This design comes from an exercise in tuning for small area and a short achievable clock period on the open sky130 flow, not from production work. In this exercise RTL edits were held to simulation tests only and were not proved equivalent to the original. Power is estimated from default activity; no workload was simulated.

## flow/design.v (module list and top-level ports; edited modules follow where they fit)
// module mul_simd_top: 1791 lines
module mul_simd_top
(
   input  logic        clk,
   input  logic        rst_n,
   input  logic        in_valid,
   input  logic [1:0]  op,
   input  logic [31:0] a,
   input  logic [31:0] b,
   output logic        out_valid,
   output logic [63:0] result
);
  // ...
==> flow/flow/run.sh <==
#!/bin/bash
# Own layout flow: the standard synthesis unchanged, then
#  - (if POLARITY=1) flow/polarity.py removes inverters between full-adder
#    cells of the synthesized netlist by choosing each adder's polarity
#    (registers, ports and the function are unchanged),
#  - the standard ORFS steps with a few resizer settings changed (knobs.sh):
#    port buffers are buf cells (the default pick is a slow delay buffer),
#    the resizer may swap cells across footprints, and repair_timing aims for
#    extra setup slack.
# Each step's full output goes to a log file in this folder.
set -euo pipefail
cd "$(dirname "$0")/.."
source flow/knobs.sh
R=orfs/results/sky130hd/mul_simd_top/base
bash standard.sh synth > flow_synth.log 2>&1
if [[ "${POLARITY:-0}" == 1 ]]; then
  cp $R/1_2_yosys.v flow_synth_netlist.v
  python3 flow/polarity.py $R/1_2_yosys.v > flow_polarity.log 2>&1
  rm -f $R/1_synth.odb $R/1_synth.sdc
fi
bash standard.sh "${KNOBS[@]}" finish > flow_layout.log 2>&1
==> flow/flow/knobs.sh <==
POLARITY=1
KNOBS=(
  MATCH_CELL_FOOTPRINT=0
  "BUFFER_PORTS_ARGS=-buffer_cell sky130_fd_sc_hd__buf_2"
  SETUP_SLACK_MARGIN=5.2
)
==> flow/flow/polarity.py <==
#!/usr/bin/env python3
"""Remove inverters between full-adder cells of a synthesized netlist.

A full adder is self-dual: FA(~a, ~b, ~c) = (~sum, ~carry). Synthesis maps the
carry-save tree into sky130 fa cells, but leaves an inverter on many of the
wires between them. This pass picks, for every fa cell, whether it computes
the true or the inverted values of its wires (flipping all its inputs and
outputs), so that as few inverters as possible are needed, then rewires the
netlist. Registers, ports and all other cells are untouched; the netlist
computes exactly the same function.

usage: polarity.py NETLIST.v   (rewritten in place; a report goes to stdout)
"""
import re, sys, random

path = sys.argv[1]
text = open(path).read()

inst_re = re.compile(r'^(\s*)(sky130_fd_sc_hd__\w+)\s+(\S+)\s*\((.*?)\);\n', re.S | re.M)
pin_re = re.compile(r'\.(\w+)\(\s*(.*?)\s*\)(?=\s*,|\s*$)', re.S)
OUTPINS = {"X", "Y", "Q", "Q_N", "SUM", "COUT", "HI", "LO"}

cells = []
for m in inst_re.finditer(text):
    pins = {}
    for pm in pin_re.finditer(m.group(4)):
        pins[pm.group(1)] = pm.group(2).strip()
    cells.append({"type": m.group(2), "name": m.group(3), "pins": pins,
                  "span": m.span(), "indent": m.group(1)})

hdr_end = text.index(");", text.index("module")) + 2
ports = set()
for m in re.finditer(r'^\s*(input|output|inout)\s*(\[[^\]]*\])?\s*([^;]+);', text, re.M):
    for n in m.group(3).split(","):
        ports.add(n.strip())

def fmt(n):
    return n + " " if n.startswith("\\") else n

def is_port(net):
    base = net.split("[")[0].strip()
    return base in ports or net in ports

driver = {}
for i, c in enumerate(cells):
    for p, n in c["pins"].items():
        if p in OUTPINS:
            driver[n] = (i, p)

def is_inv(c):
    return "__inv_" in c["type"]

def is_fa(c):
    return "__fa_" in c["type"]

def root(net):
    par = 0
    seen = 0
    while net in driver and is_inv(cells[driver[net][0]]) and seen < 50:
        net = cells[driver[net][0]]["pins"]["A"]
        par ^= 1
        seen += 1
    return net, par

fa_ids = [i for i, c in enumerate(cells) if is_fa(c)]
fa_out = {}   # net -> fa index
for i in fa_ids:
    for p in ("SUM", "COUT"):
        if p in cells[i]["pins"]:
            fa_out[cells[i]["pins"][p]] = i

fixed = set()
for i in fa_ids:
    for p in ("SUM", "COUT"):
        n = cells[i]["pins"].get(p)
        if n is not None and is_port(n):
            fixed.add(i)

# managed pins: every input pin of a non-inverter cell whose root is an fa
# output, and every input pin of an fa cell
managed = []   # (cell idx, pin, root net, parity)
for i, c in enumerate(cells):
    if is_inv(c):
        continue
    for p, n in c["pins"].items():
        if p in OUTPINS:
            continue
        r, par = root(n)
        if is_fa(c) or r in fa_out:
            managed.append((i, p, r, par))

# inverter outputs that are ports or feed unmanaged loads stay as they are
x = {i: 0 for i in fa_ids}

def need(m):
    i, p, r, par = m
    v = par
    if is_fa(cells[i]):
        v ^= x[i]
    if r in fa_out:
        v ^= x[fa_out[r]]
    return v

def cost():
    return len({m[2] for m in managed if need(m)})

by_fa = {i: [] for i in fa_ids}
for k, m in enumerate(managed):
    i, p, r, par = m
    if i in by_fa:
        by_fa[i].append(k)
    if r in fa_out:
        by_fa[fa_out[r]].append(k)
by_root = {}
for k, m in enumerate(managed):
    by_root.setdefault(m[2], []).append(k)

def delta(f):
    roots = {managed[k][2] for k in by_fa[f]}
    before = sum(1 for r in roots if any(need(managed[k]) for k in by_root[r]))
    x[f] ^= 1
    after = sum(1 for r in roots if any(need(managed[k]) for k in by_root[r]))
    x[f] ^= 1
    return after - before

c0 = cost()
best = dict(x); best_cost = c0
rng = random.Random(1)
for restart in range(12):
    if restart:
        for f in fa_ids:
            x[f] = best[f]
        for f in rng.sample(fa_ids, max(1, len(fa_ids) // 10)):
            if f not in fixed:
                x[f] ^= 1
    improved = True
    while improved:
        improved = False
        for f in fa_ids:
            if f in fixed:
                continue
            if delta(f) < 0:
                x[f] ^= 1
                improved = True
    cc = cost()
    if cc < best_cost:
        best_cost = cc; best = dict(x)
x = best

# rewrite
new_inv = {}   # root net -> inverted net
extra = []
def inv_of(r):
    if r not in new_inv:
        k = len(new_inv)
        nn = f"_pol{k}_"
        new_inv[r] = nn
        extra.append((f"  wire {nn};\n", f"  sky130_fd_sc_hd__inv_1 _pol{k}_i_ (\n    .A({fmt(r)}),\n    .Y({nn})\n  );\n"))
    return new_inv[r]

for m in managed:
    i, p, r, par = m
    cells[i]["pins"][p] = inv_of(r) if need(m) else r

# drop inverters that drive nothing now (repeat, chains)
loads = {}
def count_loads():
    loads.clear()
    for c in cells:
        if c.get("dead"):
            continue
        for p, n in c["pins"].items():
            if p not in OUTPINS:
                loads[n] = loads.get(n, 0) + 1
changed = True
removed = 0
while changed:
    changed = False
    count_loads()
    for c in cells:
        if c.get("dead") or not is_inv(c):
            continue
        y = c["pins"]["Y"]
        if loads.get(y, 0) == 0 and not is_port(y):
            c["dead"] = True
            removed += 1
            changed = True

out = []
pos = 0
for c in cells:
    s, e = c["span"]
    out.append(text[pos:s])
    if not c.get("dead"):
        ind = c["indent"]
        body = ",\n".join(f"{ind}  .{p}({fmt(n)})" for p, n in c["pins"].items())
        out.append(f"{ind}{c['type']} {c['name']} (\n{body}\n{ind});\n")
    pos = e
out.append(text[pos:])
res = "".join(out)
decl = "".join(d for d, _ in extra)
insts = "".join(i for _, i in extra)
res = res[:hdr_end] + "\n" + decl + res[hdr_end:]
k = res.rindex("endmodule")
res = res[:k] + insts + res[k:]
open(path, "w").write(res)
flipped = sum(1 for f in fa_ids if x[f])
print(f"polarity: {len(fa_ids)} fa cells, {flipped} flipped; inverted roots {c0} -> {best_cost}; "
      f"{removed} inverters removed, {len(new_inv)} added")
==> flow/standard.sh <==
#!/bin/bash
# synth_recipe.tcl (not shown) runs the flow's synth.tcl, then flattens the netlist and writes it again
# the make line also repeats each setting of config.mk as NAME=value (left out here)
make -C /OpenROAD-flow-scripts/flow DESIGN_CONFIG=/design/flow/config.mk WORK_HOME=/design/flow/orfs CLKGATE_MAP_FILE= SYNTH_SCRIPT=/design/flow/synth_recipe.tcl "${@:-finish}"
==> flow/config.mk <==
export PLATFORM = sky130hd
export DESIGN_NAME = mul_simd_top
export DESIGN_NICKNAME = mul_simd_top
export VERILOG_FILES = /design/flow/design.v
export SDC_FILE = /design/flow/constraint.sdc
export NUM_CORES = 4
export LEC_CHECK = 0
export CAP_MARGIN = 20
export CORE_MARGIN = 2
export CORE_UTILIZATION = 65
export CTS_BUF_LIST = sky130_fd_sc_hd__clkbuf_8 sky130_fd_sc_hd__clkbuf_16
export CTS_CLUSTER_DIAMETER = 100
export CTS_CLUSTER_SIZE = 24
export PLACE_DENSITY = 0.75
export SLEW_MARGIN = 20
==> flow/constraint.sdc <==
create_clock -name core_clock -period 9.5 [get_ports {clk}]
set_input_delay 1.9000 -clock core_clock [delete_from_list [all_inputs] [get_ports {clk}]]
set_output_delay 1.9000 -clock core_clock [all_outputs]
set_load 0.01 [all_outputs]
==> flow_summary.toml, run 1 <==
[floorplan]
die_y_microns = 181.5
fp.dieW_microns = 181.5
n_tap_cell = 402

[placed_design]
place_area_sq_mm = 0.02091
dp_slack_ns = 4.238
globalplace.congestion = 0.8866

[final_layout]
fillerInstances = 2439
largest_class = "multi-input combinational cells"
seq_share = 0.2388
final_cells = 2458
antenna_cells = 0
multi_input_cells = 1482

[grt]
grt_max_degree = 68
antenna_found_initial = 0
grt_use_total = 0.2814
met2_usage = 0.5133

[yosys]
avgSynthCellArea_sq_um = 9.882

[worst_hold_path]
min_to = "out_valid"

[routing]
wl_met1_microns = 18540
postRouteAntennaNets = 0
vias = 14610

[sta]
rsz0062_at_grt = "yes"
worstMarginPinSlew_ns = 0.9710
timing.slew.headroom = 0.3503
finalCritPeriodShare = 0.4383

[outcome]
status = "finished clean"

[power_and_ir_drop]
comb-power_uw = 4280
cellLeakagePower_uw = 0.009169

[worst_setup_path]
cp_top_family = "adder cells"
start_kind = "register"
==> run 2: changes to the inputs <==
--- a/flow/design.v
+++ b/flow/design.v
@@ -33,16 +33,17 @@
          logic x2, x1, x0;
          x2 = a[0 + 2*j + 1];
          x1 = a[0 + 2*j];
          x0 = (j == 0) ? 1'b0 : (j == 4) ? (a[7] & wide) : a[0 + 2*j - 1];
          d0_one[j] = x1 ^ x0;
          d0_two[j] = (x2 & ~x1 & ~x0) | (~x2 & x1 & x0);
       end
    end
+   logic [3:0] gow0_r, gtw0_r, gnm0_r, gnn0_r, gnw0_r;   
    logic [7:0] ml0_r, mh0_r;    
    logic       bx0_r;             
    logic [23:0] r0_r, r0_d;
    logic [15:0] r0_w;
    logic [7:0]  r0_b;
    logic [15:0] r0_wk;
    logic [7:0]  r0_bk;
    assign r0_wk = b[15:0] + 16'h5556;
@@ -60,32 +61,38 @@
       b0_r  <= b[15:0];
       bo0_r <= d0_one;
       bt0_r <= d0_two;
       bn0_r <= {a[15], a[13], a[11], a[9], a[7], a[5], a[3], a[1]};
       ml0_r <= wide ? b[15:8] : {8{sgn & b[7]}};
       mh0_r <= wide ? b[7:0] : 8'd0;
       bx0_r <= sgn & b[15];
       r0_r  <= r0_d;
+      gow0_r <= d0_one[3:0] & {4{wide}};
+      gtw0_r <= d0_two[3:0] & {4{wide}};
+      gnm0_r <= {a[7], a[5], a[3], a[1]} & {4{wide}};
+      gnn0_r <= ~{a[7], a[5], a[3], a[1]} & {4{wide}};
+      gnw0_r <= {a[15], a[13], a[11], a[9]} & {4{wide}};
    end
    logic [3:0] w1_r;    
    logic       s1_r;
    logic [15:0] b1_r;
    logic [7:0]  bo1_r, bt1_r, bn1_r;    
    logic [7:0]  d1_one, d1_two;
    always_comb begin
       for (int j = 0; j < 8; j++) begin
          logic x2, x1, x0;
          x2 = a[16 + 2*j + 1];
          x1 = a[16 + 2*j];
          x0 = (j == 0) ? 1'b0 : (j == 4) ? (a[23] & wide) : a[16 + 2*j - 1];
          d1_one[j] = x1 ^ x0;
          d1_two[j] = (x2 & ~x1 & ~x0) | (~x2 & x1 & x0);
       end
    end
+   logic [3:0] gow1_r, gtw1_r, gnm1_r, gnn1_r, gnw1_r;   
    logic [7:0] ml1_r, mh1_r;    
    logic       bx1_r;             
    logic [23:0] r1_r, r1_d;
    logic [15:0] r1_w;
    logic [7:0]  r1_b;
    logic [15:0] r1_wk;
    logic [7:0]  r1_bk;
    assign r1_wk = b[31:16] + 16'h5556;
@@ -103,121 +110,112 @@
       b1_r  <= b[31:16];
       bo1_r <= d1_one;
       bt1_r <= d1_two;
       bn1_r <= {a[31], a[29], a[27], a[25], a[23], a[21], a[19], a[17]};
       ml1_r <= wide ? b[31:24] : {8{sgn & b[23]}};
       mh1_r <= wide ? b[23:16] : 8'd0;
       bx1_r <= sgn & b[31];
       r1_r  <= r1_d;
+      gow1_r <= d1_one[3:0] & {4{wide}};
+      gtw1_r <= d1_two[3:0] & {4{wide}};
+      gnm1_r <= {a[23], a[21], a[19], a[17]} & {4{wide}};
+      gnn1_r <= ~{a[23], a[21], a[19], a[17]} & {4{wide}};
+      gnw1_r <= {a[31], a[29], a[27], a[25]} & {4{wide}};
    end
    logic [7:0] lo0_r;
    logic cy0_r;
    logic [31:8] bs0_r;    
    logic [5:0] bg0_r;    
-   logic [5:0] bp0_r;    
    logic w20_r;
    logic [7:0] lo1_r;
    logic cy1_r;
    logic [31:8] bs1_r;    
    logic [5:0] bg1_r;    
-   logic [5:0] bp1_r;    
    logic w21_r;
-   wire l0_onew0 = bo0_r[0] & w0_r[1];
-   wire l0_twow0 = bt0_r[0] & w0_r[2];
-   wire l0_nnw0 = ~bn0_r[0] & w0_r[3];
-   wire l0_onew1 = bo0_r[1] & w0_r[0];
-   wire l0_twow1 = bt0_r[1] & w0_r[1];
-   wire l0_nnw1 = ~bn0_r[1] & w0_r[2];
-   wire l0_onew2 = bo0_r[2] & w0_r[3];
-   wire l0_twow2 = bt0_r[2] & w0_r[0];
-   wire l0_nnw2 = ~bn0_r[2] & w0_r[1];
-   wire l0_onew3 = bo0_r[3] & w0_r[2];
-   wire l0_twow3 = bt0_r[3] & w0_r[3];
-   wire l0_nnw3 = ~bn0_r[3] & w0_r[0];
-   wire l0_negm0 = bn0_r[0] & w0_r[1];
-   wire l0_negm1 = bn0_r[1] & w0_r[2];
-   wire l0_negm2 = bn0_r[2] & w0_r[3];
-   wire l0_negm3 = bn0_r[3] & w0_r[0];
-   wire l0_negw4 = bn0_r[4] & w0_r[1];
-   wire l0_negw5 = bn0_r[5] & w0_r[2];
-   wire l0_negw6 = bn0_r[6] & w0_r[3];
-   wire l0_negw7 = bn0_r[7] & w0_r[0];
+   wire l0_negm0 = gnm0_r[0];
+   wire l0_negm1 = gnm0_r[1];
+   wire l0_negm2 = gnm0_r[2];
+   wire l0_negm3 = gnm0_r[3];
+   wire l0_negw4 = gnw0_r[0];
+   wire l0_negw5 = gnw0_r[1];
+   wire l0_negw6 = gnw0_r[2];
+   wire l0_negw7 = gnw0_r[3];
    wire l0_pp0_0 = ((bo0_r[0] & b0_r[0])) ^ bn0_r[0];
    wire l0_pp0_1 = ((bo0_r[0] & b0_r[1]) | (bt0_r[0] & b0_r[0])) ^ bn0_r[0];
    wire l0_pp0_2 = ((bo0_r[0] & b0_r[2]) | (bt0_r[0] & b0_r[1])) ^ bn0_r[0];
    wire l0_pp0_3 = ((bo0_r[0] & b0_r[3]) | (bt0_r[0] & b0_r[2])) ^ bn0_r[0];
    wire l0_pp0_4 = ((bo0_r[0] & b0_r[4]) | (bt0_r[0] & b0_r[3])) ^ bn0_r[0];
    wire l0_pp0_5 = ((bo0_r[0] & b0_r[5]) | (bt0_r[0] & b0_r[4])) ^ bn0_r[0];
    wire l0_pp0_6 = ((bo0_r[0] & b0_r[6]) | (bt0_r[0] & b0_r[5])) ^ bn0_r[0];
    wire l0_pp0_7 = ((bo0_r[0] & b0_r[7]) | (bt0_r[0] & b0_r[6])) ^ bn0_r[0];
    wire l0_pp0_8 = ((bo0_r[0] & ml0_r[0]) | (bt0_r[0] & b0_r[7])) ^ bn0_r[0];
    wire l0_pp0_9 = ((bo0_r[0] & ml0_r[1]) | (bt0_r[0] & ml0_r[0])) ^ bn0_r[0];
    wire l0_pp0_10 = ((bo0_r[0] & ml0_r[2]) | (bt0_r[0] & ml0_r[1])) ^ bn0_r[0];
    wire l0_pp0_11 = ((bo0_r[0] & ml0_r[3]) | (bt0_r[0] & ml0_r[2])) ^ bn0_r[0];
    wire l0_pp0_12 = ((bo0_r[0] & ml0_r[4]) | (bt0_r[0] & ml0_r[3])) ^ bn0_r[0];
    wire l0_pp0_13 = ((bo0_r[0] & ml0_r[5]) | (bt0_r[0] & ml0_r[4])) ^ bn0_r[0];
    wire l0_pp0_14 = ((bo0_r[0] & ml0_r[6]) | (bt0_r[0] & ml0_r[5])) ^ bn0_r[0];
    wire l0_pp0_15 = ((bo0_r[0] & ml0_r[7]) | (bt0_r[0] & ml0_r[6])) ^ bn0_r[0];
-   wire l0_pp0_16 = ((l0_onew0 & bx0_r) | (l0_twow0 & ml0_r[7])) ^ l0_negm0;
-   wire l0_pp0_17 = ((l0_onew0 & bx0_r) | (l0_twow0 & bx0_r)) ^ l0_nnw0;
+   wire l0_pp0_16 = ((gow0_r[0] & bx0_r) | (gtw0_r[0] & ml0_r[7])) ^ l0_negm0;
+   wire l0_pp0_17 = ((gow0_r[0] & bx0_r) | (gtw0_r[0] & bx0_r)) ^ gnn0_r[0];
    wire l0_pp1_0 = ((bo0_r[1] & b0_r[0])) ^ bn0_r[1];
    wire l0_pp1_1 = ((bo0_r[1] & b0_r[1]) | (bt0_r[1] & b0_r[0])) ^ bn0_r[1];
    wire l0_pp1_2 = ((bo0_r[1] & b0_r[2]) | (bt0_r[1] & b0_r[1])) ^ bn0_r[1];
    wire l0_pp1_3 = ((bo0_r[1] & b0_r[3]) | (bt0_r[1] & b0_r[2])) ^ bn0_r[1];
    wire l0_pp1_4 = ((bo0_r[1] & b0_r[4]) | (bt0_r[1] & b0_r[3])) ^ bn0_r[1];
    wire l0_pp1_5 = ((bo0_r[1] & b0_r[5]) | (bt0_r[1] & b0_r[4])) ^ bn0_r[1];
    wire l0_pp1_6 = ((bo0_r[1] & b0_r[6]) | (bt0_r[1] & b0_r[5])) ^ bn0_r[1];
    wire l0_pp1_7 = ((bo0_r[1] & b0_r[7]) | (bt0_r[1] & b0_r[6])) ^ bn0_r[1];
    wire l0_pp1_8 = ((bo0_r[1] & ml0_r[0]) | (bt0_r[1] & b0_r[7])) ^ bn0_r[1];
    wire l0_pp1_9 = ((bo0_r[1] & ml0_r[1]) | (bt0_r[1] & ml0_r[0])) ^ bn0_r[1];
    wire l0_pp1_10 = ((bo0_r[1] & ml0_r[2]) | (bt0_r[1] & ml0_r[1])) ^ bn0_r[1];
    wire l0_pp1_11 = ((bo0_r[1] & ml0_r[3]) | (bt0_r[1] & ml0_r[2])) ^ bn0_r[1];
    wire l0_pp1_12 = ((bo0_r[1] & ml0_r[4]) | (bt0_r[1] & ml0_r[3])) ^ bn0_r[1];
    wire l0_pp1_13 = ((bo0_r[1] & ml0_r[5]) | (bt0_r[1] & ml0_r[4])) ^ bn0_r[1];
-   wire l0_pp1_14 = ((l0_onew1 & ml0_r[6]) | (l0_twow1 & ml0_r[5])) ^ l0_negm1;
-   wire l0_pp1_15 = ((l0_onew1 & ml0_r[7]) | (l0_twow1 & ml0_r[6])) ^ l0_negm1;
-   wire l0_pp1_16 = ((l0_onew1 & bx0_r) | (l0_twow1 & ml0_r[7])) ^ l0_negm1;
-   wire l0_pp1_17 = ((l0_onew1 & bx0_r) | (l0_twow1 & bx0_r)) ^ l0_nnw1;
+   wire l0_pp1_14 = ((gow0_r[1] & ml0_r[6]) | (gtw0_r[1] & ml0_r[5])) ^ l0_negm1;
+   wire l0_pp1_15 = ((gow0_r[1] & ml0_r[7]) | (gtw0_r[1] & ml0_r[6])) ^ l0_negm1;
+   wire l0_pp1_16 = ((gow0_r[1] & bx0_r) | (gtw0_r[1] & ml0_r[7])) ^ l0_negm1;
+   wire l0_pp1_17 = ((gow0_r[1] & bx0_r) | (gtw0_r[1] & bx0_r)) ^ gnn0_r[1];
    wire l0_pp2_0 = ((bo0_r[2] & b0_r[0])) ^ bn0_r[2];
    wire l0_pp2_1 = ((bo0_r[2] & b0_r[1]) | (bt0_r[2] & b0_r[0])) ^ bn0_r[2];
    wire l0_pp2_2 = ((bo0_r[2] & b0_r[2]) | (bt0_r[2] & b0_r[1])) ^ bn0_r[2];
    wire l0_pp2_3 = ((bo0_r[2] & b0_r[3]) | (bt0_r[2] & b0_r[2])) ^ bn0_r[2];
    wire l0_pp2_4 = ((bo0_r[2] & b0_r[4]) | (bt0_r[2] & b0_r[3])) ^ bn0_r[2];
    wire l0_pp2_5 = ((bo0_r[2] & b0_r[5]) | (bt0_r[2] & b0_r[4])) ^ bn0_r[2];
    wire l0_pp2_6 = ((bo0_r[2] & b0_r[6]) | (bt0_r[2] & b0_r[5])) ^ bn0_r[2];
    wire l0_pp2_7 = ((bo0_r[2] & b0_r[7]) | (bt0_r[2] & b0_r[6])) ^ bn0_r[2];
    wire l0_pp2_8 = ((bo0_r[2] & ml0_r[0]) | (bt0_r[2] & b0_r[7])) ^ bn0_r[2];
    wire l0_pp2_9 = ((bo0_r[2] & ml0_r[1]) | (bt0_r[2] & ml0_r[0])) ^ bn0_r[2];
    wire l0_pp2_10 = ((bo0_r[2] & ml0_r[2]) | (bt0_r[2] & ml0_r[1])) ^ bn0_r[2];
    wire l0_pp2_11 = ((bo0_r[2] & ml0_r[3]) | (bt0_r[2] & ml0_r[2])) ^ bn0_r[2];
-   wire l0_pp2_12 = ((l0_onew2 & ml0_r[4]) | (l0_twow2 & ml0_r[3])) ^ l0_negm2;
-   wire l0_pp2_13 = ((l0_onew2 & ml0_r[5]) | (l0_twow2 & ml0_r[4])) ^ l0_negm2;
-   wire l0_pp2_14 = ((l0_onew2 & ml0_r[6]) | (l0_twow2 & ml0_r[5])) ^ l0_negm2;
-   wire l0_pp2_15 = ((l0_onew2 & ml0_r[7]) | (l0_twow2 & ml0_r[6])) ^ l0_negm2;
-   wire l0_pp2_16 = ((l0_onew2 & bx0_r) | (l0_twow2 & ml0_r[7])) ^ l0_negm2;
-   wire l0_pp2_17 = ((l0_onew2 & bx0_r) | (l0_twow2 & bx0_r)) ^ l0_nnw2;
+   wire l0_pp2_12 = ((gow0_r[2] & ml0_r[4]) | (gtw0_r[2] & ml0_r[3])) ^ l0_negm2;
+   wire l0_pp2_13 = ((gow0_r[2] & ml0_r[5]) | (gtw0_r[2] & ml0_r[4])) ^ l0_negm2;
+   wire l0_pp2_14 = ((gow0_r[2] & ml0_r[6]) | (gtw0_r[2] & ml0_r[5])) ^ l0_negm2;
+   wire l0_pp2_15 = ((gow0_r[2] & ml0_r[7]) | (gtw0_r[2] & ml0_r[6])) ^ l0_negm2;
+   wire l0_pp2_16 = ((gow0_r[2] & bx0_r) | (gtw0_r[2] & ml0_r[7])) ^ l0_negm2;
+   wire l0_pp2_17 = ((gow0_r[2] & bx0_r) | (gtw0_r[2] & bx0_r)) ^ gnn0_r[2];
    wire l0_pp3_0 = ((bo0_r[3] & b0_r[0])) ^ bn0_r[3];
    wire l0_pp3_1 = ((bo0_r[3] & b0_r[1]) | (bt0_r[3] & b0_r[0])) ^ bn0_r[3];
    wire l0_pp3_2 = ((bo0_r[3] & b0_r[2]) | (bt0_r[3] & b0_r[1])) ^ bn0_r[3];
    wire l0_pp3_3 = ((bo0_r[3] & b0_r[3]) | (bt0_r[3] & b0_r[2])) ^ bn0_r[3];
    wire l0_pp3_4 = ((bo0_r[3] & b0_r[4]) | (bt0_r[3] & b0_r[3])) ^ bn0_r[3];
    wire l0_pp3_5 = ((bo0_r[3] & b0_r[5]) | (bt0_r[3] & b0_r[4])) ^ bn0_r[3];
    wire l0_pp3_6 = ((bo0_r[3] & b0_r[6]) | (bt0_r[3] & b0_r[5])) ^ bn0_r[3];
    wire l0_pp3_7 = ((bo0_r[3] & b0_r[7]) | (bt0_r[3] & b0_r[6])) ^ bn0_r[3];
    wire l0_pp3_8 = ((bo0_r[3] & ml0_r[0]) | (bt0_r[3] & b0_r[7])) ^ bn0_r[3];
    wire l0_pp3_9 = ((bo0_r[3] & ml0_r[1]) | (bt0_r[3] & ml0_r[0])) ^ bn0_r[3];
-   wire l0_pp3_10 = ((l0_onew3 & ml0_r[2]) | (l0_twow3 & ml0_r[1])) ^ l0_negm3;
-   wire l0_pp3_11 = ((l0_onew3 & ml0_r[3]) | (l0_twow3 & ml0_r[2])) ^ l0_negm3;
-   wire l0_pp3_12 = ((l0_onew3 & ml0_r[4]) | (l0_twow3 & ml0_r[3])) ^ l0_negm3;
-   wire l0_pp3_13 = ((l0_onew3 & ml0_r[5]) | (l0_twow3 & ml0_r[4])) ^ l0_negm3;
-   wire l0_pp3_14 = ((l0_onew3 & ml0_r[6]) | (l0_twow3 & ml0_r[5])) ^ l0_negm3;
-   wire l0_pp3_15 = ((l0_onew3 & ml0_r[7]) | (l0_twow3 & ml0_r[6])) ^ l0_negm3;
-   wire l0_pp3_16 = ((l0_onew3 & bx0_r) | (l0_twow3 & ml0_r[7])) ^ l0_negm3;
-   wire l0_pp3_17 = ((l0_onew3 & bx0_r) | (l0_twow3 & bx0_r)) ^ l0_nnw3;
+   wire l0_pp3_10 = ((gow0_r[3] & ml0_r[2]) | (gtw0_r[3] & ml0_r[1])) ^ l0_negm3;
+   wire l0_pp3_11 = ((gow0_r[3] & ml0_r[3]) | (gtw0_r[3] & ml0_r[2])) ^ l0_negm3;
+   wire l0_pp3_12 = ((gow0_r[3] & ml0_r[4]) | (gtw0_r[3] & ml0_r[3])) ^ l0_negm3;
+   wire l0_pp3_13 = ((gow0_r[3] & ml0_r[5]) | (gtw0_r[3] & ml0_r[4])) ^ l0_negm3;
+   wire l0_pp3_14 = ((gow0_r[3] & ml0_r[6]) | (gtw0_r[3] & ml0_r[5])) ^ l0_negm3;
+   wire l0_pp3_15 = ((gow0_r[3] & ml0_r[7]) | (gtw0_r[3] & ml0_r[6])) ^ l0_negm3;
+   wire l0_pp3_16 = ((gow0_r[3] & bx0_r) | (gtw0_r[3] & ml0_r[7])) ^ l0_negm3;
+   wire l0_pp3_17 = ((gow0_r[3] & bx0_r) | (gtw0_r[3] & bx0_r)) ^ gnn0_r[3];
    wire l0_pp4_0 = ((bo0_r[4] & mh0_r[0])) ^ l0_negw4;
    wire l0_pp4_1 = ((bo0_r[4] & mh0_r[1]) | (bt0_r[4] & mh0_r[0])) ^ l0_negw4;
    wire l0_pp4_2 = ((bo0_r[4] & mh0_r[2]) | (bt0_r[4] & mh0_r[1])) ^ l0_negw4;
    wire l0_pp4_3 = ((bo0_r[4] & mh0_r[3]) | (bt0_r[4] & mh0_r[2])) ^ l0_negw4;
    wire l0_pp4_4 = ((bo0_r[4] & mh0_r[4]) | (bt0_r[4] & mh0_r[3])) ^ l0_negw4;
    wire l0_pp4_5 = ((bo0_r[4] & mh0_r[5]) | (bt0_r[4] & mh0_r[4])) ^ l0_negw4;
    wire l0_pp4_6 = ((bo0_r[4] & mh0_r[6]) | (bt0_r[4] & mh0_r[5])) ^ l0_negw4;
    wire l0_pp4_7 = ((bo0_r[4] & mh0_r[7]) | (bt0_r[4] & mh0_r[6])) ^ l0_negw4;
@@ -851,108 +849,96 @@
    wire l0_b5_p3 = l0_b5_x3 ^ l0_b5_y3;
    wire l0_b5_c1 = (l0_b5_g0);
    wire l0_b5_s1 = l0_b5_p1 ^ l0_b5_c1;
    wire l0_b5_c2 = (l0_b5_p1 & l0_b5_x0 & l0_b5_y0) | (l0_b5_g1);
    wire l0_b5_s2 = l0_b5_p2 ^ l0_b5_c2;
    wire l0_b5_c3 = (l0_b5_p1 & l0_b5_p2 & l0_b5_x0 & l0_b5_y0) | (l0_b5_p2 & l0_b5_x1 & l0_b5_y1) | (l0_b5_g2);
    wire l0_b5_s3 = l0_b5_p3 ^ l0_b5_c3;
    wire l0_b5_c4 = (l0_b5_p1 & l0_b5_p2 & l0_b5_p3 & l0_b5_x0 & l0_b5_y0) | (l0_b5_p2 & l0_b5_p3 & l0_b5_x1 & l0_b5_y1) | (l0_b5_p3 & l0_b5_x2 & l0_b5_y2) | (l0_b5_g3);
-   wire l1_onew0 = bo1_r[0] & w1_r[1];
-   wire l1_twow0 = bt1_r[0] & w1_r[2];
-   wire l1_nnw0 = ~bn1_r[0] & w1_r[3];
-   wire l1_onew1 = bo1_r[1] & w1_r[0];
-   wire l1_twow1 = bt1_r[1] & w1_r[1];
-   wire l1_nnw1 = ~bn1_r[1] & w1_r[2];
-   wire l1_onew2 = bo1_r[2] & w1_r[3];
-   wire l1_twow2 = bt1_r[2] & w1_r[0];
-   wire l1_nnw2 = ~bn1_r[2] & w1_r[1];
-   wire l1_onew3 = bo1_r[3] & w1_r[2];
-   wire l1_twow3 = bt1_r[3] & w1_r[3];
-   wire l1_nnw3 = ~bn1_r[3] & w1_r[0];
-   wire l1_negm0 = bn1_r[0] & w1_r[1];
-   wire l1_negm1 = bn1_r[1] & w1_r[2];
-   wire l1_negm2 = bn1_r[2] & w1_r[3];
-   wire l1_negm3 = bn1_r[3] & w1_r[0];
-   wire l1_negw4 = bn1_r[4] & w1_r[1];
-   wire l1_negw5 = bn1_r[5] & w1_r[2];
-   wire l1_negw6 = bn1_r[6] & w1_r[3];
-   wire l1_negw7 = bn1_r[7] & w1_r[0];
+   wire l1_negm0 = gnm1_r[0];
+   wire l1_negm1 = gnm1_r[1];
+   wire l1_negm2 = gnm1_r[2];
+   wire l1_negm3 = gnm1_r[3];
+   wire l1_negw4 = gnw1_r[0];
+   wire l1_negw5 = gnw1_r[1];
+   wire l1_negw6 = gnw1_r[2];
+   wire l1_negw7 = gnw1_r[3];
    wire l1_pp0_0 = ((bo1_r[0] & b1_r[0])) ^ bn1_r[0];
    wire l1_pp0_1 = ((bo1_r[0] & b1_r[1]) | (bt1_r[0] & b1_r[0])) ^ bn1_r[0];
    wire l1_pp0_2 = ((bo1_r[0] & b1_r[2]) | (bt1_r[0] & b1_r[1])) ^ bn1_r[0];
    wire l1_pp0_3 = ((bo1_r[0] & b1_r[3]) | (bt1_r[0] & b1_r[2])) ^ bn1_r[0];
    wire l1_pp0_4 = ((bo1_r[0] & b1_r[4]) | (bt1_r[0] & b1_r[3])) ^ bn1_r[0];
    wire l1_pp0_5 = ((bo1_r[0] & b1_r[5]) | (bt1_r[0] & b1_r[4])) ^ bn1_r[0];
    wire l1_pp0_6 = ((bo1_r[0] & b1_r[6]) | (bt1_r[0] & b1_r[5])) ^ bn1_r[0];
    wire l1_pp0_7 = ((bo1_r[0] & b1_r[7]) | (bt1_r[0] & b1_r[6])) ^ bn1_r[0];
    wire l1_pp0_8 = ((bo1_r[0] & ml1_r[0]) | (bt1_r[0] & b1_r[7])) ^ bn1_r[0];
    wire l1_pp0_9 = ((bo1_r[0] & ml1_r[1]) | (bt1_r[0] & ml1_r[0])) ^ bn1_r[0];
    wire l1_pp0_10 = ((bo1_r[0] & ml1_r[2]) | (bt1_r[0] & ml1_r[1])) ^ bn1_r[0];
    wire l1_pp0_11 = ((bo1_r[0] & ml1_r[3]) | (bt1_r[0] & ml1_r[2])) ^ bn1_r[0];
    wire l1_pp0_12 = ((bo1_r[0] & ml1_r[4]) | (bt1_r[0] & ml1_r[3])) ^ bn1_r[0];
    wire l1_pp0_13 = ((bo1_r[0] & ml1_r[5]) | (bt1_r[0] & ml1_r[4])) ^ bn1_r[0];
    wire l1_pp0_14 = ((bo1_r[0] & ml1_r[6]) | (bt1_r[0] & ml1_r[5])) ^ bn1_r[0];
    wire l1_pp0_15 = ((bo1_r[0] & ml1_r[7]) | (bt1_r[0] & ml1_r[6])) ^ bn1_r[0];
-   wire l1_pp0_16 = ((l1_onew0 & bx1_r) | (l1_twow0 & ml1_r[7])) ^ l1_negm0;
-   wire l1_pp0_17 = ((l1_onew0 & bx1_r) | (l1_twow0 & bx1_r)) ^ l1_nnw0;
+   wire l1_pp0_16 = ((gow1_r[0] & bx1_r) | (gtw1_r[0] & ml1_r[7])) ^ l1_negm0;
+   wire l1_pp0_17 = ((gow1_r[0] & bx1_r) | (gtw1_r[0] & bx1_r)) ^ gnn1_r[0];
    wire l1_pp1_0 = ((bo1_r[1] & b1_r[0])) ^ bn1_r[1];
    wire l1_pp1_1 = ((bo1_r[1] & b1_r[1]) | (bt1_r[1] & b1_r[0])) ^ bn1_r[1];
    wire l1_pp1_2 = ((bo1_r[1] & b1_r[2]) | (bt1_r[1] & b1_r[1])) ^ bn1_r[1];
    wire l1_pp1_3 = ((bo1_r[1] & b1_r[3]) | (bt1_r[1] & b1_r[2])) ^ bn1_r[1];
    wire l1_pp1_4 = ((bo1_r[1] & b1_r[4]) | (bt1_r[1] & b1_r[3])) ^ bn1_r[1];
    wire l1_pp1_5 = ((bo1_r[1] & b1_r[5]) | (bt1_r[1] & b1_r[4])) ^ bn1_r[1];
    wire l1_pp1_6 = ((bo1_r[1] & b1_r[6]) | (bt1_r[1] & b1_r[5])) ^ bn1_r[1];
    wire l1_pp1_7 = ((bo1_r[1] & b1_r[7]) | (bt1_r[1] & b1_r[6])) ^ bn1_r[1];
    wire l1_pp1_8 = ((bo1_r[1] & ml1_r[0]) | (bt1_r[1] & b1_r[7])) ^ bn1_r[1];
    wire l1_pp1_9 = ((bo1_r[1] & ml1_r[1]) | (bt1_r[1] & ml1_r[0])) ^ bn1_r[1];
    wire l1_pp1_10 = ((bo1_r[1] & ml1_r[2]) | (bt1_r[1] & ml1_r[1])) ^ bn1_r[1];
    wire l1_pp1_11 = ((bo1_r[1] & ml1_r[3]) | (bt1_r[1] & ml1_r[2])) ^ bn1_r[1];
    wire l1_pp1_12 = ((bo1_r[1] & ml1_r[4]) | (bt1_r[1] & ml1_r[3])) ^ bn1_r[1];
    wire l1_pp1_13 = ((bo1_r[1] & ml1_r[5]) | (bt1_r[1] & ml1_r[4])) ^ bn1_r[1];
-   wire l1_pp1_14 = ((l1_onew1 & ml1_r[6]) | (l1_twow1 & ml1_r[5])) ^ l1_negm1;
-   wire l1_pp1_15 = ((l1_onew1 & ml1_r[7]) | (l1_twow1 & ml1_r[6])) ^ l1_negm1;
-   wire l1_pp1_16 = ((l1_onew1 & bx1_r) | (l1_twow1 & ml1_r[7])) ^ l1_negm1;
-   wire l1_pp1_17 = ((l1_onew1 & bx1_r) | (l1_twow1 & bx1_r)) ^ l1_nnw1;
+   wire l1_pp1_14 = ((gow1_r[1] & ml1_r[6]) | (gtw1_r[1] & ml1_r[5])) ^ l1_negm1;
+   wire l1_pp1_15 = ((gow1_r[1] & ml1_r[7]) | (gtw1_r[1] & ml1_r[6])) ^ l1_negm1;
+   wire l1_pp1_16 = ((gow1_r[1] & bx1_r) | (gtw1_r[1] & ml1_r[7])) ^ l1_negm1;
+   wire l1_pp1_17 = ((gow1_r[1] & bx1_r) | (gtw1_r[1] & bx1_r)) ^ gnn1_r[1];
    wire l1_pp2_0 = ((bo1_r[2] & b1_r[0])) ^ bn1_r[2];
    wire l1_pp2_1 = ((bo1_r[2] & b1_r[1]) | (bt1_r[2] & b1_r[0])) ^ bn1_r[2];
    wire l1_pp2_2 = ((bo1_r[2] & b1_r[2]) | (bt1_r[2] & b1_r[1])) ^ bn1_r[2];
    wire l1_pp2_3 = ((bo1_r[2] & b1_r[3]) | (bt1_r[2] & b1_r[2])) ^ bn1_r[2];
    wire l1_pp2_4 = ((bo1_r[2] & b1_r[4]) | (bt1_r[2] & b1_r[3])) ^ bn1_r[2];
    wire l1_pp2_5 = ((bo1_r[2] & b1_r[5]) | (bt1_r[2] & b1_r[4])) ^ bn1_r[2];
    wire l1_pp2_6 = ((bo1_r[2] & b1_r[6]) | (bt1_r[2] & b1_r[5])) ^ bn1_r[2];
    wire l1_pp2_7 = ((bo1_r[2] & b1_r[7]) | (bt1_r[2] & b1_r[6])) ^ bn1_r[2];
    wire l1_pp2_8 = ((bo1_r[2] & ml1_r[0]) | (bt1_r[2] & b1_r[7])) ^ bn1_r[2];
    wire l1_pp2_9 = ((bo1_r[2] & ml1_r[1]) | (bt1_r[2] & ml1_r[0])) ^ bn1_r[2];
    wire l1_pp2_10 = ((bo1_r[2] & ml1_r[2]) | (bt1_r[2] & ml1_r[1])) ^ bn1_r[2];
    wire l1_pp2_11 = ((bo1_r[2] & ml1_r[3]) | (bt1_r[2] & ml1_r[2])) ^ bn1_r[2];
-   wire l1_pp2_12 = ((l1_onew2 & ml1_r[4]) | (l1_twow2 & ml1_r[3])) ^ l1_negm2;
-   wire l1_pp2_13 = ((l1_onew2 & ml1_r[5]) | (l1_twow2 & ml1_r[4])) ^ l1_negm2;
-   wire l1_pp2_14 = ((l1_onew2 & ml1_r[6]) | (l1_twow2 & ml1_r[5])) ^ l1_negm2;
-   wire l1_pp2_15 = ((l1_onew2 & ml1_r[7]) | (l1_twow2 & ml1_r[6])) ^ l1_negm2;
-   wire l1_pp2_16 = ((l1_onew2 & bx1_r) | (l1_twow2 & ml1_r[7])) ^ l1_negm2;
-   wire l1_pp2_17 = ((l1_onew2 & bx1_r) | (l1_twow2 & bx1_r)) ^ l1_nnw2;
+   wire l1_pp2_12 = ((gow1_r[2] & ml1_r[4]) | (gtw1_r[2] & ml1_r[3])) ^ l1_negm2;
+   wire l1_pp2_13 = ((gow1_r[2] & ml1_r[5]) | (gtw1_r[2] & ml1_r[4])) ^ l1_negm2;
+   wire l1_pp2_14 = ((gow1_r[2] & ml1_r[6]) | (gtw1_r[2] & ml1_r[5])) ^ l1_negm2;
+   wire l1_pp2_15 = ((gow1_r[2] & ml1_r[7]) | (gtw1_r[2] & ml1_r[6])) ^ l1_negm2;
+   wire l1_pp2_16 = ((gow1_r[2] & bx1_r) | (gtw1_r[2] & ml1_r[7])) ^ l1_negm2;
+   wire l1_pp2_17 = ((gow1_r[2] & bx1_r) | (gtw1_r[2] & bx1_r)) ^ gnn1_r[2];
    wire l1_pp3_0 = ((bo1_r[3] & b1_r[0])) ^ bn1_r[3];
    wire l1_pp3_1 = ((bo1_r[3] & b1_r[1]) | (bt1_r[3] & b1_r[0])) ^ bn1_r[3];
    wire l1_pp3_2 = ((bo1_r[3] & b1_r[2]) | (bt1_r[3] & b1_r[1])) ^ bn1_r[3];
    wire l1_pp3_3 = ((bo1_r[3] & b1_r[3]) | (bt1_r[3] & b1_r[2])) ^ bn1_r[3];
    wire l1_pp3_4 = ((bo1_r[3] & b1_r[4]) | (bt1_r[3] & b1_r[3])) ^ bn1_r[3];
    wire l1_pp3_5 = ((bo1_r[3] & b1_r[5]) | (bt1_r[3] & b1_r[4])) ^ bn1_r[3];
    wire l1_pp3_6 = ((bo1_r[3] & b1_r[6]) | (bt1_r[3] & b1_r[5])) ^ bn1_r[3];
    wire l1_pp3_7 = ((bo1_r[3] & b1_r[7]) | (bt1_r[3] & b1_r[6])) ^ bn1_r[3];
    wire l1_pp3_8 = ((bo1_r[3] & ml1_r[0]) | (bt1_r[3] & b1_r[7])) ^ bn1_r[3];
    wire l1_pp3_9 = ((bo1_r[3] & ml1_r[1]) | (bt1_r[3] & ml1_r[0])) ^ bn1_r[3];
-   wire l1_pp3_10 = ((l1_onew3 & ml1_r[2]) | (l1_twow3 & ml1_r[1])) ^ l1_negm3;
-   wire l1_pp3_11 = ((l1_onew3 & ml1_r[3]) | (l1_twow3 & ml1_r[2])) ^ l1_negm3;
-   wire l1_pp3_12 = ((l1_onew3 & ml1_r[4]) | (l1_twow3 & ml1_r[3])) ^ l1_negm3;
-   wire l1_pp3_13 = ((l1_onew3 & ml1_r[5]) | (l1_twow3 & ml1_r[4])) ^ l1_negm3;
-   wire l1_pp3_14 = ((l1_onew3 & ml1_r[6]) | (l1_twow3 & ml1_r[5])) ^ l1_negm3;
-   wire l1_pp3_15 = ((l1_onew3 & ml1_r[7]) | (l1_twow3 & ml1_r[6])) ^ l1_negm3;
-   wire l1_pp3_16 = ((l1_onew3 & bx1_r) | (l1_twow3 & ml1_r[7])) ^ l1_negm3;
-   wire l1_pp3_17 = ((l1_onew3 & bx1_r) | (l1_twow3 & bx1_r)) ^ l1_nnw3;
+   wire l1_pp3_10 = ((gow1_r[3] & ml1_r[2]) | (gtw1_r[3] & ml1_r[1])) ^ l1_negm3;
+   wire l1_pp3_11 = ((gow1_r[3] & ml1_r[3]) | (gtw1_r[3] & ml1_r[2])) ^ l1_negm3;
+   wire l1_pp3_12 = ((gow1_r[3] & ml1_r[4]) | (gtw1_r[3] & ml1_r[3])) ^ l1_negm3;
+   wire l1_pp3_13 = ((gow1_r[3] & ml1_r[5]) | (gtw1_r[3] & ml1_r[4])) ^ l1_negm3;
+   wire l1_pp3_14 = ((gow1_r[3] & ml1_r[6]) | (gtw1_r[3] & ml1_r[5])) ^ l1_negm3;
+   wire l1_pp3_15 = ((gow1_r[3] & ml1_r[7]) | (gtw1_r[3] & ml1_r[6])) ^ l1_negm3;
+   wire l1_pp3_16 = ((gow1_r[3] & bx1_r) | (gtw1_r[3] & ml1_r[7])) ^ l1_negm3;
+   wire l1_pp3_17 = ((gow1_r[3] & bx1_r) | (gtw1_r[3] & bx1_r)) ^ gnn1_r[3];
    wire l1_pp4_0 = ((bo1_r[4] & mh1_r[0])) ^ l1_negw4;
    wire l1_pp4_1 = ((bo1_r[4] & mh1_r[1]) | (bt1_r[4] & mh1_r[0])) ^ l1_negw4;
    wire l1_pp4_2 = ((bo1_r[4] & mh1_r[2]) | (bt1_r[4] & mh1_r[1])) ^ l1_negw4;
    wire l1_pp4_3 = ((bo1_r[4] & mh1_r[3]) | (bt1_r[4] & mh1_r[2])) ^ l1_negw4;
    wire l1_pp4_4 = ((bo1_r[4] & mh1_r[4]) | (bt1_r[4] & mh1_r[3])) ^ l1_negw4;
    wire l1_pp4_5 = ((bo1_r[4] & mh1_r[5]) | (bt1_r[4] & mh1_r[4])) ^ l1_negw4;
    wire l1_pp4_6 = ((bo1_r[4] & mh1_r[6]) | (bt1_r[4] & mh1_r[5])) ^ l1_negw4;
    wire l1_pp4_7 = ((bo1_r[4] & mh1_r[7]) | (bt1_r[4] & mh1_r[6])) ^ l1_negw4;
@@ -1603,41 +1589,36 @@
       lo0_r[6] <= l0_la_s6;
       lo0_r[7] <= l0_la_s7;
       cy0_r <= l0_la_G2_7;
       bs0_r[8] <= l0_b0_p0;
       bs0_r[9] <= l0_b0_s1;
       bs0_r[10] <= l0_b0_s2;
       bs0_r[11] <= l0_b0_s3;
       bg0_r[0] <= l0_b0_c4;
-      bp0_r[0] <= l0_b0_p0 & l0_b0_p1 & l0_b0_p2 & l0_b0_p3;
       bs0_r[12] <= l0_b1_p0;
       bs0_r[13] <= l0_b1_s1;
       bs0_r[14] <= l0_b1_s2;
       bs0_r[15] <= l0_b1_s3;
-      bg0_r[1] <= l0_b1_c4 & w0_r[3];
-      bp0_r[1] <= l0_b1_p0 & l0_b1_p1 & l0_b1_p2 & l0_b1_p3 & w0_r[3];
+      bg0_r[1] <= l0_b1_c4;
       bs0_r[16] <= l0_b2_p0;
       bs0_r[17] <= l0_b2_s1;
       bs0_r[18] <= l0_b2_s2;
       bs0_r[19] <= l0_b2_s3;
       bg0_r[2] <= l0_b2_c4;
-      bp0_r[2] <= l0_b2_p0 & l0_b2_p1 & l0_b2_p2 & l0_b2_p3;
       bs0_r[20] <= l0_b3_p0;
       bs0_r[21] <= l0_b3_s1;
       bs0_r[22] <= l0_b3_s2;
       bs0_r[23] <= l0_b3_s3;
       bg0_r[3] <= l0_b3_c4;
-      bp0_r[3] <= l0_b3_p0 & l0_b3_p1 & l0_b3_p2 & l0_b3_p3;
       bs0_r[24] <= l0_b4_p0;
       bs0_r[25] <= l0_b4_s1;
       bs0_r[26] <= l0_b4_s2;
       bs0_r[27] <= l0_b4_s3;
       bg0_r[4] <= l0_b4_c4;
-      bp0_r[4] <= l0_b4_p0 & l0_b4_p1 & l0_b4_p2 & l0_b4_p3;
       bs0_r[28] <= l0_b5_p0;
       bs0_r[29] <= l0_b5_s1;
       bs0_r[30] <= l0_b5_s2;
       bs0_r[31] <= l0_b5_s3;
       lo1_r[0] <= l1_la_p0;
       lo1_r[1] <= l1_la_s1;
       lo1_r[2] <= l1_la_s2;
       lo1_r[3] <= l1_la_s3;
@@ -1646,92 +1627,87 @@
       lo1_r[6] <= l1_la_s6;
       lo1_r[7] <= l1_la_s7;
       cy1_r <= l1_la_G2_7;
       bs1_r[8] <= l1_b0_p0;
       bs1_r[9] <= l1_b0_s1;
       bs1_r[10] <= l1_b0_s2;
       bs1_r[11] <= l1_b0_s3;
       bg1_r[0] <= l1_b0_c4;
-      bp1_r[0] <= l1_b0_p0 & l1_b0_p1 & l1_b0_p2 & l1_b0_p3;
       bs1_r[12] <= l1_b1_p0;
       bs1_r[13] <= l1_b1_s1;
       bs1_r[14] <= l1_b1_s2;
       bs1_r[15] <= l1_b1_s3;
-      bg1_r[1] <= l1_b1_c4 & w1_r[3];
-      bp1_r[1] <= l1_b1_p0 & l1_b1_p1 & l1_b1_p2 & l1_b1_p3 & w1_r[3];
+      bg1_r[1] <= l1_b1_c4;
       bs1_r[16] <= l1_b2_p0;
       bs1_r[17] <= l1_b2_s1;
       bs1_r[18] <= l1_b2_s2;
       bs1_r[19] <= l1_b2_s3;
       bg1_r[2] <= l1_b2_c4;
-      bp1_r[2] <= l1_b2_p0 & l1_b2_p1 & l1_b2_p2 & l1_b2_p3;
       bs1_r[20] <= l1_b3_p0;
       bs1_r[21] <= l1_b3_s1;
       bs1_r[22] <= l1_b3_s2;
       bs1_r[23] <= l1_b3_s3;
       bg1_r[3] <= l1_b3_c4;
-      bp1_r[3] <= l1_b3_p0 & l1_b3_p1 & l1_b3_p2 & l1_b3_p3;
       bs1_r[24] <= l1_b4_p0;
       bs1_r[25] <= l1_b4_s1;
       bs1_r[26] <= l1_b4_s2;
       bs1_r[27] <= l1_b4_s3;
       bg1_r[4] <= l1_b4_c4;
-      bp1_r[4] <= l1_b4_p0 & l1_b4_p1 & l1_b4_p2 & l1_b4_p3;
       bs1_r[28] <= l1_b5_p0;
       bs1_r[29] <= l1_b5_s1;
       bs1_r[30] <= l1_b5_s2;
       bs1_r[31] <= l1_b5_s3;
    end
    assign result[7:0] = lo0_r;
    wire f0_c0 = cy0_r;
    assign result[8] = bs0_r[8] ^ f0_c0;
    wire f0_q0_1 = bs0_r[8];
    assign result[9] = bs0_r[9] ^ (f0_c0 & f0_q0_1);
    wire f0_q0_2 = bs0_r[8] & bs0_r[9];
    assign result[10] = bs0_r[10] ^ (f0_c0 & f0_q0_2);
    wire f0_q0_3 = bs0_r[8] & bs0_r[9] & bs0_r[10];
    assign result[11] = bs0_r[11] ^ (f0_c0 & f0_q0_3);
-   wire f0_n0 = (bg0_r[0] | ((bp0_r[0]) & f0_c0));
+   wire f0_n0 = (bg0_r[0] | ((bs0_r[8] & bs0_r[9] & bs0_r[10] & bs0_r[11]) & f0_c0));
    wire f0_c1 = f0_n0;
    assign result[12] = bs0_r[12] ^ f0_c1;
    wire f0_q1_1 = bs0_r[12];
    assign result[13] = bs0_r[13] ^ (f0_c1 & f0_q1_1);
    wire f0_q1_2 = bs0_r[12] & bs0_r[13];
    assign result[14] = bs0_r[14] ^ (f0_c1 & f0_q1_2);
    wire f0_q1_3 = bs0_r[12] & bs0_r[13] & bs0_r[14];
    assign result[15] = bs0_r[15] ^ (f0_c1 & f0_q1_3);
-   wire f0_n1 = (bg0_r[1] | ((bp0_r[1]) & f0_c1));
+   wire f0_n1 = ((bg0_r[1] | ((bs0_r[12] & bs0_r[13] & bs0_r[14] & bs0_r[15]) & f0_c1)) & w20_r);
    wire f0_c2 = f0_n1;
    assign result[16] = bs0_r[16] ^ f0_c2;
    wire f0_q2_1 = bs0_r[16];
    assign result[17] = bs0_r[17] ^ (f0_c2 & f0_q2_1);
    wire f0_q2_2 = bs0_r[16] & bs0_r[17];
    assign result[18] = bs0_r[18] ^ (f0_c2 & f0_q2_2);
    wire f0_q2_3 = bs0_r[16] & bs0_r[17] & bs0_r[18];
    assign result[19] = bs0_r[19] ^ (f0_c2 & f0_q2_3);
-   wire f0_n2 = (bg0_r[2] | ((bp0_r[2]) & f0_c2));
+   wire f0_n2 = (bg0_r[2] | ((bs0_r[16] & bs0_r[17] & bs0_r[18] & bs0_r[19]) & f0_c2));
    wire f0_c3 = f0_n2;
    assign result[20] = bs0_r[20] ^ f0_c3;
    wire f0_q3_1 = bs0_r[20];
    assign result[21] = bs0_r[21] ^ (f0_c3 & f0_q3_1);
    wire f0_q3_2 = bs0_r[20] & bs0_r[21];
    assign result[22] = bs0_r[22] ^ (f0_c3 & f0_q3_2);
    wire f0_q3_3 = bs0_r[20] & bs0_r[21] & bs0_r[22];
    assign result[23] = bs0_r[23] ^ (f0_c3 & f0_q3_3);
-   wire f0_n3 = (bg0_r[3] | ((bp0_r[3]) & f0_c3));
+   wire f0_n3 = (bg0_r[3] | ((bs0_r[20] & bs0_r[21] & bs0_r[22] & bs0_r[23]) & f0_c3));
    wire f0_c4 = f0_n3;
    assign result[24] = bs0_r[24] ^ f0_c4;
    wire f0_q4_1 = bs0_r[24];
    assign result[25] = bs0_r[25] ^ (f0_c4 & f0_q4_1);
    wire f0_q4_2 = bs0_r[24] & bs0_r[25];
    assign result[26] = bs0_r[26] ^ (f0_c4 & f0_q4_2);
    wire f0_q4_3 = bs0_r[24] & bs0_r[25] & bs0_r[26];
    assign result[27] = bs0_r[27] ^ (f0_c4 & f0_q4_3);
-   wire f0_n4 = (bg0_r[4] | ((bp0_r[4]) & f0_c4));
+   wire f0_n4 = (bg0_r[4] | ((bs0_r[24] & bs0_r[25] & bs0_r[26] & bs0_r[27]) & f0_c4));
    wire f0_c5 = f0_n4;
    assign result[28] = bs0_r[28] ^ f0_c5;
    wire f0_q5_1 = bs0_r[28];
    assign result[29] = bs0_r[29] ^ (f0_c5 & f0_q5_1);
    wire f0_q5_2 = bs0_r[28] & bs0_r[29];
    assign result[30] = bs0_r[30] ^ (f0_c5 & f0_q5_2);
    wire f0_q5_3 = bs0_r[28] & bs0_r[29] & bs0_r[30];
    assign result[31] = bs0_r[31] ^ (f0_c5 & f0_q5_3);
@@ -1739,53 +1715,53 @@
    wire f1_c0 = cy1_r;
    assign result[40] = bs1_r[8] ^ f1_c0;
    wire f1_q0_1 = bs1_r[8];
    assign result[41] = bs1_r[9] ^ (f1_c0 & f1_q0_1);
    wire f1_q0_2 = bs1_r[8] & bs1_r[9];
    assign result[42] = bs1_r[10] ^ (f1_c0 & f1_q0_2);
    wire f1_q0_3 = bs1_r[8] & bs1_r[9] & bs1_r[10];
    assign result[43] = bs1_r[11] ^ (f1_c0 & f1_q0_3);
-   wire f1_n0 = (bg1_r[0] | ((bp1_r[0]) & f1_c0));
+   wire f1_n0 = (bg1_r[0] | ((bs1_r[8] & bs1_r[9] & bs1_r[10] & bs1_r[11]) & f1_c0));
    wire f1_c1 = f1_n0;
    assign result[44] = bs1_r[12] ^ f1_c1;
    wire f1_q1_1 = bs1_r[12];
    assign result[45] = bs1_r[13] ^ (f1_c1 & f1_q1_1);
    wire f1_q1_2 = bs1_r[12] & bs1_r[13];
    assign result[46] = bs1_r[14] ^ (f1_c1 & f1_q1_2);
    wire f1_q1_3 = bs1_r[12] & bs1_r[13] & bs1_r[14];
    assign result[47] = bs1_r[15] ^ (f1_c1 & f1_q1_3);
-   wire f1_n1 = (bg1_r[1] | ((bp1_r[1]) & f1_c1));
+   wire f1_n1 = ((bg1_r[1] | ((bs1_r[12] & bs1_r[13] & bs1_r[14] & bs1_r[15]) & f1_c1)) & w21_r);
    wire f1_c2 = f1_n1;
    assign result[48] = bs1_r[16] ^ f1_c2;
    wire f1_q2_1 = bs1_r[16];
    assign result[49] = bs1_r[17] ^ (f1_c2 & f1_q2_1);
    wire f1_q2_2 = bs1_r[16] & bs1_r[17];
    assign result[50] = bs1_r[18] ^ (f1_c2 & f1_q2_2);
    wire f1_q2_3 = bs1_r[16] & bs1_r[17] & bs1_r[18];
    assign result[51] = bs1_r[19] ^ (f1_c2 & f1_q2_3);
-   wire f1_n2 = (bg1_r[2] | ((bp1_r[2]) & f1_c2));
+   wire f1_n2 = (bg1_r[2] | ((bs1_r[16] & bs1_r[17] & bs1_r[18] & bs1_r[19]) & f1_c2));
    wire f1_c3 = f1_n2;
    assign result[52] = bs1_r[20] ^ f1_c3;
    wire f1_q3_1 = bs1_r[20];
    assign result[53] = bs1_r[21] ^ (f1_c3 & f1_q3_1);
    wire f1_q3_2 = bs1_r[20] & bs1_r[21];
    assign result[54] = bs1_r[22] ^ (f1_c3 & f1_q3_2);
    wire f1_q3_3 = bs1_r[20] & bs1_r[21] & bs1_r[22];
    assign result[55] = bs1_r[23] ^ (f1_c3 & f1_q3_3);
-   wire f1_n3 = (bg1_r[3] | ((bp1_r[3]) & f1_c3));
+   wire f1_n3 = (bg1_r[3] | ((bs1_r[20] & bs1_r[21] & bs1_r[22] & bs1_r[23]) & f1_c3));
    wire f1_c4 = f1_n3;
    assign result[56] = bs1_r[24] ^ f1_c4;
    wire f1_q4_1 = bs1_r[24];
    assign result[57] = bs1_r[25] ^ (f1_c4 & f1_q4_1);
    wire f1_q4_2 = bs1_r[24] & bs1_r[25];
    assign result[58] = bs1_r[26] ^ (f1_c4 & f1_q4_2);
    wire f1_q4_3 = bs1_r[24] & bs1_r[25] & bs1_r[26];
    assign result[59] = bs1_r[27] ^ (f1_c4 & f1_q4_3);
-   wire f1_n4 = (bg1_r[4] | ((bp1_r[4]) & f1_c4));
+   wire f1_n4 = (bg1_r[4] | ((bs1_r[24] & bs1_r[25] & bs1_r[26] & bs1_r[27]) & f1_c4));
    wire f1_c5 = f1_n4;
    assign result[60] = bs1_r[28] ^ f1_c5;
    wire f1_q5_1 = bs1_r[28];
    assign result[61] = bs1_r[29] ^ (f1_c5 & f1_q5_1);
    wire f1_q5_2 = bs1_r[28] & bs1_r[29];
    assign result[62] = bs1_r[30] ^ (f1_c5 & f1_q5_2);
    wire f1_q5_3 = bs1_r[28] & bs1_r[29] & bs1_r[30];
    assign result[63] = bs1_r[31] ^ (f1_c5 & f1_q5_3);
==> flow/config.mk (replaced) <==
export PLATFORM = sky130hd
export DESIGN_NAME = mul_simd_top
export DESIGN_NICKNAME = mul_simd_top
export VERILOG_FILES = /design/flow/design.v
export SDC_FILE = /design/flow/constraint.sdc
export NUM_CORES = 4
export LEC_CHECK = 0
export CAP_MARGIN = 20
export CORE_MARGIN = 2
export CORE_UTILIZATION = 60
export SLEW_MARGIN = 20
==> flow_summary.toml, run 2 <==
[yosys]
syn_nets = 2491
synthCells = 2088
avgSynthCellArea_sq_um = 10.02
ys_warn_count = 1
syn_area_sq_mm = 0.02092

[clocking]
htree_levels = 2
clk_pin_slew_ns = 0.06
cts.sinks = 282
cts_buffers = 34
cts_tree = "built"
clk_latency_ns = 0.51
hold_buffers = 0
clk_path_buf_depth = 3
clockRootBuffer = "clkbuf_16"

[worst_hold_path]
min_path_type = "reg -> reg"

[routing]
vias_per_cell = 5.752
dr.pass1.iters = 5
drt-wirelength-per-cell_microns = 19.63
finalWirelength_microns = 50870
drtIter0Drc = 1036
drc_errors = 0
vias = 14910
postRouteAntennaNets = 0

[power_and_ir_drop]
p_int_uw = 4367
switchingPower_uw = 2872
sw_frac_of_total = 0.3968
comb_power_share = 0.571
cellLeakagePower_uw = 0.009951
powerDensity_mw_per_mm2 = 312.8
clkPwrFrac = 0.185
power_frac_seq = 0.244
peakVddDrop_mv = 0.3109

[outcome]
status = "finished clean"

[placed_design]
hpwl_microns = 38980
dp_slack_ns = 5.045
numPortBuffers = 133
dp_cells = 2509
globalplace.congestion = 0.9036

[final_layout]
fillerInstances = 2693
drive_gt1_frac = 0.1521
antenna_cells = 0
final_cells = 2592
syn_to_final_growth_pct = 10.63
finalNetCount = 2515
multi_input_area_sq_mm = 0.01409
seqCellArea_sq_mm = 0.005801
fin_util = 0.6715
final_common_cell = "a22oi_1"
layout_common_cells = "a22oi_1, fa_1, xnor2_1"

[floorplan]
die_y_microns = 190.7
die_area_sq_mm = 0.03637
io-pin-count = 134
initial_core_util = 0.6070
fp.dieW_microns = 190.7
coreArea_sq_mm = 0.03446
rows = 68

[worst_setup_path]
critPathKind = "reg -> out"
end_kind = "output pin"
start_kind = "register"
path_max_fanout = 3
critical_path_required_ns = 7.60
arrival_ns = 2.59

[grt]
grt_max_degree = 86
first_global_vias = 14770
grt_use_total = 0.2875
grt_pass1_wl_microns = 80860
globalRoute.totalOverflow = 0
antenna_found_initial = 1

[sta]
fin_crit_ns = 4.491
final-hold-violation-count = 0
rsz0062_at_grt = "yes"
max_freq_ghz = 0.2227
final.setup.tns_ns = 0
timing.slew.headroom = 0.3964
fin_ws_ns = 5.009
worstMarginPinSlew_ns = 0.9034
finalCritPeriodShare = 0.4727
setup_viol = 0
clock-skew-final_ns = 0.01107
slew_violations = 0

[run]
maxCapViolations = 0
[run 2: per-layer routing]
| metal | wire length, microns | vias up | track usage |
|---|---|---|---|
| met4 | 1044 | 2 | 0.06708 |
| met1 | 22690 | 7328 | 0.4115 |
| li1 | - | 6987 | - |
| met5 | 15 | - | 0 |
| met2 | 23760 | 514 | 0.4645 |
| met3 | 3356 | 79 | 0.03865 |
[run 2: final timing paths]
check,start,endpoint,slack [ns],cells past startpoint
max,w20_r,result[63],5.01,8
min,v1_r,out_valid,0.37,0
max reg2reg,mh0_r[4],bg0_r[2],5.45,12
min reg2reg,v1_r,out_valid,0.37,0
max in group asynchronous,rst_n,out_valid,8.24,1
min in group asynchronous,rst_n,v1_r,1.16,1
[run 2: final cells by class]
class | instances | area share
multi-input combinational | 1469 | 0.6089
sequential | 282 | 0.2507
clock buffer | 46 | 0.04407
timing repair buffer | 157 | 0.03791
inverter | 168 | 0.02725
tap | 455 | 0.02460
clock inverter | 15 | 0.006597
[run 2: repair_timing]
action                     in CTS  in global routing
pin swaps                      15                  7
setup endpoints to repair      25                 26
gates cloned                    0                  0
buffers inserted               13                  9
gates resized for setup        54                 78
[run 2: worst max-delay path, stage by stage, from the launching register on]
cell and delay, ns:
dfxtp_4 0.39, nand3_4 0.09, nor4_4 0.34, o211ai_1 0.26, o31ai_2 0.38, and3_1 0.26, nand2_1 0.08, xnor2_1 0.13
buf_2 0.15
[run 2: stage by stage]
step,total power (uW),instance area [sq um],hold WS (ns)
floorplan,4881,20920,0.3312
global placement,5725,21500,0.3430
detailed placement,5819,21500,0.3603
CTS,7292,22940,0.3737
global route,7989,23140,0.3839
finish,7239,23140,0.3702
[run 2: power by group through the flow]
stage                     logic (uW)  clock network [uW]  registers (uW)
after floorplan                 3240                   0            1640
after global placement          3970                   0            1760
after detailed placement        4050                   0            1770
after CTS                       4170                1360            1760
after global routing            4780                1410            1800
final                           4130                1340            1770

port drivers added, routing unchanged:
The flow's constraints put no driver on any port. The routed layouts listed below were extracted and timed again, unchanged, in two steps. Step 1 sets driving cells, clkbuf_16 on the clock port and buf_2 on the other inputs (assumed; they add their load-dependent delay and slew). Step 2 moves the port delays by t, midway between the first and last clock arrival at a register: inputs arrive t later, outputs are due t later. That takes back most of the time a late clock gives input paths. Three values: no drivers, after step 1, after step 2; two values: the first two.
| run | shift t [ns] | setup WS [ns] | slew at the worst register clock pin (ns) | worst slew at a driven data input, ns |
|---|---|---|---|---|
| run 1 | 0.560 | 5.336 / 5.336 / 5.270 | 0.09 / 0.09 | 0.06 |
| run 2 | 0.565 | 5.009 / 4.954 / 5.142 | 0.06 / 0.06 | 0.09 |
After both steps setup and hold are still met in every run listed. For run 1, which loses most, drivers alone change the setup slack by 0.000 ns; drivers and shift together by -0.066 ns.
